This is an optimization exercise on Yosys and OpenROAD, whose aim is small area and a short achievable clock period, not a production implementation. No driver is modelled on the clock port, so clock power and skew are understated where the tree is cut down; a real chip needs a root buffer or a tree.

Setup of lane 5:
==> flow/design.v <==
module strawman_rx_fsm #(
  parameter int DATA_LINE_WIDTH = 40,
  parameter int WORD_SIZE       = 32,
  parameter int TIMEOUT_CYCLES  = 64
) (
  input  logic                       clk,
  input  logic                       rst,
  input  logic [DATA_LINE_WIDTH-1:0] i_flit,
  input  logic                       i_flit_valid,
  output logic [1075:0]              o_protocol_bus,
  output logic                       o_valid,
  input  logic                       i_ready,
  output logic                       o_err,
  output logic                       o_overflow,
  output logic                       o_busy
);
  if (DATA_LINE_WIDTH != 40 || WORD_SIZE != 32 || TIMEOUT_CYCLES < 1) begin : g_bad_cfg
    $error("strawman_rx_fsm: unsupported parameter set");
  end
  logic r_ex, r_dat, r_done, r_busy;
  logic r_valid, r_err, r_ovf;
  logic        rx_mode;
  logic [2:0]  rx_cmd, rx_len;
  logic [31:0] rx_addr;
  logic [5:0]  rx_f1, rx_f2;
  logic [1023:0] rx_data;
  logic [4:0]  r_cnt;
  logic        ob_mode;
  logic [2:0]  ob_cmd, ob_len;
  logic [31:0] ob_addr;
  logic [5:0]  ob_f1, ob_f2;
  logic [1023:0] ob_data;
  logic w_hdr, w_bad, w_good, w_last, w_dwe, w_exwe, w_load, w_hold;
  logic [2:0] h_cmd, h_len;
  logic h_mode;
  assign h_mode = i_flit[0];
  assign h_cmd  = i_flit[4:2];
  assign h_len  = i_flit[7:5];
  assign w_hdr  = !r_busy && i_flit_valid && i_flit[1];
  assign w_bad  = h_cmd > 3'd2 || h_len > 3'd5;
  assign w_good = w_hdr && !w_bad;
  assign w_last = r_cnt == 5'((6'd1 << rx_len) - 6'd1);
  assign w_dwe  = r_dat && i_flit_valid;
  assign w_exwe = r_ex && i_flit_valid;
  assign w_load = r_done && (!r_valid || i_ready);
  assign w_hold = r_valid && !i_ready;
  always_ff @(posedge clk) begin
    if (rst) begin
      r_ex    <= 1'b0;
      r_dat   <= 1'b0;
      r_done  <= 1'b0;
      r_busy  <= 1'b0;
      r_valid <= 1'b0;
      r_err   <= 1'b0;
      r_ovf   <= 1'b0;
    end else begin
      r_ex    <= w_good ? (h_mode && h_cmd != 3'd2) : (r_ex && !i_flit_valid);
      r_dat   <= w_good ? (h_cmd != 3'd0 && !(h_mode && h_cmd != 3'd2)) :
                 w_exwe ? (rx_cmd != 3'd0) : (r_dat && !(i_flit_valid && w_last));
      r_done  <= w_good ? (!h_mode && h_cmd == 3'd0) :
                 (w_exwe && rx_cmd == 3'd0) || (w_dwe && w_last);
      r_busy  <= w_good || (r_busy && !r_done);
      r_valid <= w_load || w_hold;
      r_err   <= w_hdr && w_bad;
      if (r_done && !w_load) r_ovf <= 1'b1;
    end
  end
  always_ff @(posedge clk) begin
    if (!r_busy) begin
      rx_mode  <= h_mode;
      rx_cmd   <= h_cmd;
      rx_len   <= h_len;
      rx_f1    <= i_flit[13:8];
      rx_f2    <= i_flit[19:14];
      rx_addr  <= i_flit[39:8];
      r_cnt    <= 5'd0;
    end else begin
      if (w_exwe) rx_addr <= i_flit[31:0];
      if (w_dwe) r_cnt <= r_cnt + 5'd1;
    end
  end
  for (genvar k = 0; k < 32; k++) begin : g_word
    logic w_sel, w_we;
    assign w_sel = r_dat && r_cnt == 5'(k);
    assign w_we  = w_sel && i_flit_valid;
    always_ff @(posedge clk)
      rx_data[32*k +: 32] <= (i_flit[31:0] & {32{w_we}}) | (rx_data[32*k +: 32] & {32{r_dat}});
  end
  always_ff @(posedge clk) begin
    ob_mode <= (rx_mode & w_load) | (ob_mode & w_hold);
    ob_cmd  <= (rx_cmd & {3{w_load}}) | (ob_cmd & {3{w_hold}});
    ob_len  <= (rx_len & {3{w_load}}) | (ob_len & {3{w_hold}});
    ob_addr <= (rx_addr & {32{w_load && rx_cmd != 3'd2}}) | (ob_addr & {32{w_hold}});
    ob_f1   <= (rx_f1 & {6{w_load && rx_mode}}) | (ob_f1 & {6{w_hold}});
    ob_f2   <= (rx_f2 & {6{w_load && rx_mode}}) | (ob_f2 & {6{w_hold}});
    ob_data <= (rx_data & {1024{w_load}}) | (ob_data & {1024{w_hold}});
  end
  assign o_protocol_bus = {ob_f2, ob_f1, ob_data, ob_addr, ob_len, ob_cmd, 1'b1, ob_mode};
  assign o_valid    = r_valid;
  assign o_err      = r_err;
  assign o_overflow = r_ovf;
  assign o_busy     = r_busy;
endmodule
Settings: LEC_CHECK=0, CAP_MARGIN=20, CORE_MARGIN=2, CORE_UTILIZATION=40, SETUP_SLACK_MARGIN=2.85, SLEW_MARGIN=20; clock period 5.0 ns.
standard.sh (not shown) runs the stock make flow with config.mk's settings and CLKGATE_MAP_FILE= SYNTH_SCRIPT=/design/flow/synth_recipe.tcl, a recipe that flattens the netlist after the stock synthesis.
==> flow/flow/run.sh <==
#!/bin/bash
cp standard.sh standard.sh.txt
export BUFFER_PORTS_ARGS="-buffer_cell sky130_fd_sc_hd__buf_2"
export PRE_CTS_TCL="$(pwd)/flow/cts_hook.tcl"
export MCTS_REGIONS=4
export MCTS_CLUSTER=30
bash standard.sh MATCH_CELL_FOOTPRINT=0 finish > standard.log 2>&1
Other scripts of this flow, unchanged in this note and not shown: flow/flow/cts_hook.tcl, flow/flow/mcts.tcl
Lane 5 closes out successfully: all stages finished, all timing, DRC and antenna checks passed.
Here is what was changed in the inputs of lane 4 compared with lane 5.
==> flow/design.v <==
module strawman_rx_fsm #(
  parameter int DATA_LINE_WIDTH = 40,
  parameter int WORD_SIZE       = 32,
  parameter int TIMEOUT_CYCLES  = 64
) (
  input  logic                       clk,
  input  logic                       rst,
  input  logic [DATA_LINE_WIDTH-1:0] i_flit,
  input  logic                       i_flit_valid,
  output logic [1075:0]              o_protocol_bus,
  output logic                       o_valid,
  input  logic                       i_ready,
  output logic                       o_err,
  output logic                       o_overflow,
  output logic                       o_busy
);
  if (DATA_LINE_WIDTH != 40 || WORD_SIZE != 32 || TIMEOUT_CYCLES < 1) begin : g_bad_cfg
    $error("strawman_rx_fsm: unsupported parameter set");
  end
  logic r_ex, r_dat, r_done, r_busy;
  logic r_valid, r_err, r_ovf;
  logic        rx_mode;
  logic [2:0]  rx_cmd, rx_len;
  logic        rx_azero;           
  logic [31:0] rx_addr;
  logic [5:0]  rx_f1, rx_f2;
  logic [1023:0] rx_data;
  logic [31:0] r_sel;             
  logic        ob_mode;
  logic [2:0]  ob_cmd, ob_len;
  logic [31:0] ob_addr;
  logic [5:0]  ob_f1, ob_f2;
  logic [1023:0] ob_data;
  logic w_hdr, w_bad, w_good, w_last, w_dwe, w_exwe, w_load, w_hold;
  logic [2:0] h_cmd, h_len;
  logic h_mode;
  assign h_mode = i_flit[0];
  assign h_cmd  = i_flit[4:2];
  assign h_len  = i_flit[7:5];
  assign w_hdr  = !r_busy && i_flit_valid && i_flit[1];
  assign w_bad  = h_cmd > 3'd2 || h_len > 3'd5;
  assign w_good = w_hdr && !w_bad;
  always_comb begin
    case (rx_len)
      3'd0:    w_last = r_sel[0];
      3'd1:    w_last = r_sel[1];
      3'd2:    w_last = r_sel[3];
      3'd3:    w_last = r_sel[7];
      3'd4:    w_last = r_sel[15];
      default: w_last = r_sel[31];
    endcase
  end
  assign w_dwe  = r_dat && i_flit_valid;
  assign w_exwe = r_ex && i_flit_valid;
  assign w_load = r_done && (!r_valid || i_ready);
  assign w_hold = r_valid && !i_ready;
  always_ff @(posedge clk) begin
    if (rst) begin
      r_ex    <= 1'b0;
      r_dat   <= 1'b0;
      r_done  <= 1'b0;
      r_busy  <= 1'b0;
      r_valid <= 1'b0;
      r_err   <= 1'b0;
      r_ovf   <= 1'b0;
    end else begin
      r_ex    <= w_good ? (h_mode && h_cmd != 3'd2) : (r_ex && !i_flit_valid);
      r_dat   <= w_good ? (h_cmd != 3'd0 && !(h_mode && h_cmd != 3'd2)) :
                 w_exwe ? (rx_cmd != 3'd0) : (r_dat && !(i_flit_valid && w_last));
      r_done  <= w_good ? (!h_mode && h_cmd == 3'd0) :
                 (w_exwe && rx_cmd == 3'd0) || (w_dwe && w_last);
      r_busy  <= w_good || (r_busy && !r_done);
      r_valid <= w_load || w_hold;
      r_err   <= w_hdr && w_bad;
      if (r_done && !w_load) r_ovf <= 1'b1;
    end
  end
  always_ff @(posedge clk) begin
    if (!r_busy) begin
      rx_mode  <= h_mode;
      rx_cmd   <= h_cmd;
      rx_len   <= h_len;
      rx_azero <= h_mode || h_cmd == 3'd2;
      rx_f1    <= i_flit[13:8];
      rx_f2    <= i_flit[19:14];
      rx_addr  <= i_flit[39:8];
      r_sel    <= 32'h1;
    end else begin
      if (w_exwe) begin
        rx_addr  <= i_flit[31:0];
        rx_azero <= 1'b0;
      end
      if (w_dwe) r_sel <= {r_sel[30:0], 1'b0};
    end
  end
  for (genvar k = 0; k < 32; k++) begin : g_word
    logic w_sel, w_we;
    assign w_sel = r_dat && r_sel[k];
    assign w_we  = w_sel && i_flit_valid;
    always_ff @(posedge clk)
      rx_data[32*k +: 32] <= (i_flit[31:0] & {32{w_we}}) | (rx_data[32*k +: 32] & {32{r_dat}});
  end
  always_ff @(posedge clk) begin
    ob_mode <= (rx_mode & w_load) | (ob_mode & w_hold);
    ob_cmd  <= (rx_cmd & {3{w_load}}) | (ob_cmd & {3{w_hold}});
    ob_len  <= (rx_len & {3{w_load}}) | (ob_len & {3{w_hold}});
    ob_addr <= (rx_addr & {32{w_load && !rx_azero}}) | (ob_addr & {32{w_hold}});
    ob_f1   <= (rx_f1 & {6{w_load && rx_mode}}) | (ob_f1 & {6{w_hold}});
    ob_f2   <= (rx_f2 & {6{w_load && rx_mode}}) | (ob_f2 & {6{w_hold}});
    ob_data <= (rx_data & {1024{w_load}}) | (ob_data & {1024{w_hold}});
  end
  assign o_protocol_bus = {ob_f2, ob_f1, ob_data, ob_addr, ob_len, ob_cmd, 1'b1, ob_mode};
  assign o_valid    = r_valid;
  assign o_err      = r_err;
  assign o_overflow = r_ovf;
  assign o_busy     = r_busy;
endmodule
Notes after the runs:
Lane 4 vs. lane 5: mean cell area of the mapped netlist has increased, area of all placed cells without fillers has increased, number of cells traversed by the worst register-to-register path has decreased, overall die width has increased, total die area has increased. Lane 4 does worse than lane 5 on first-pass GRT wire length. Cell count after synthesis grows slightly when moving from lane 5 to lane 4. Lane 4 ran to completion and came out clean on the timing, DRC and antenna checks. Higher headroom to the max-slew limit goes to lane 5 over lane 4.
Function was not checked in any run of this note: the RTL went through the layout flow alone. In every run of this note, the design's own scripts or RTL, not TritonCTS, make the clock network.

[static timing again, ports no longer ideal]
The flow's constraints put no driver on any port. The routed layouts listed below were extracted and timed again, unchanged, in two steps.
Step 1, drivers: a clkbuf_16 drives clk and a buf_2 each remaining input, both assumed.
Step 2 moves the port delays by t, midway between the first and last clock arrival at a register: inputs arrive t later, outputs are due t later. That takes back most of the time a late clock gives input paths.
a / b / c = no drivers / after step 1 / after step 2; a / b = the first two.
run	t (ns)	setup WS [ns]	worst setup path at the end	latest minus earliest clock arrival (ns)
lane 5	0.748	2.823 / 2.638 / 2.130	input to register	0.035 / 0.034
lane 4	0.759	2.822 / 2.680 / 2.210	input to register	0.031 / 0.030
After both steps every run listed still meets setup and hold. For lane 5, which loses most, drivers alone change the setup slack by -0.185 ns; drivers and shift together by -0.693 ns.
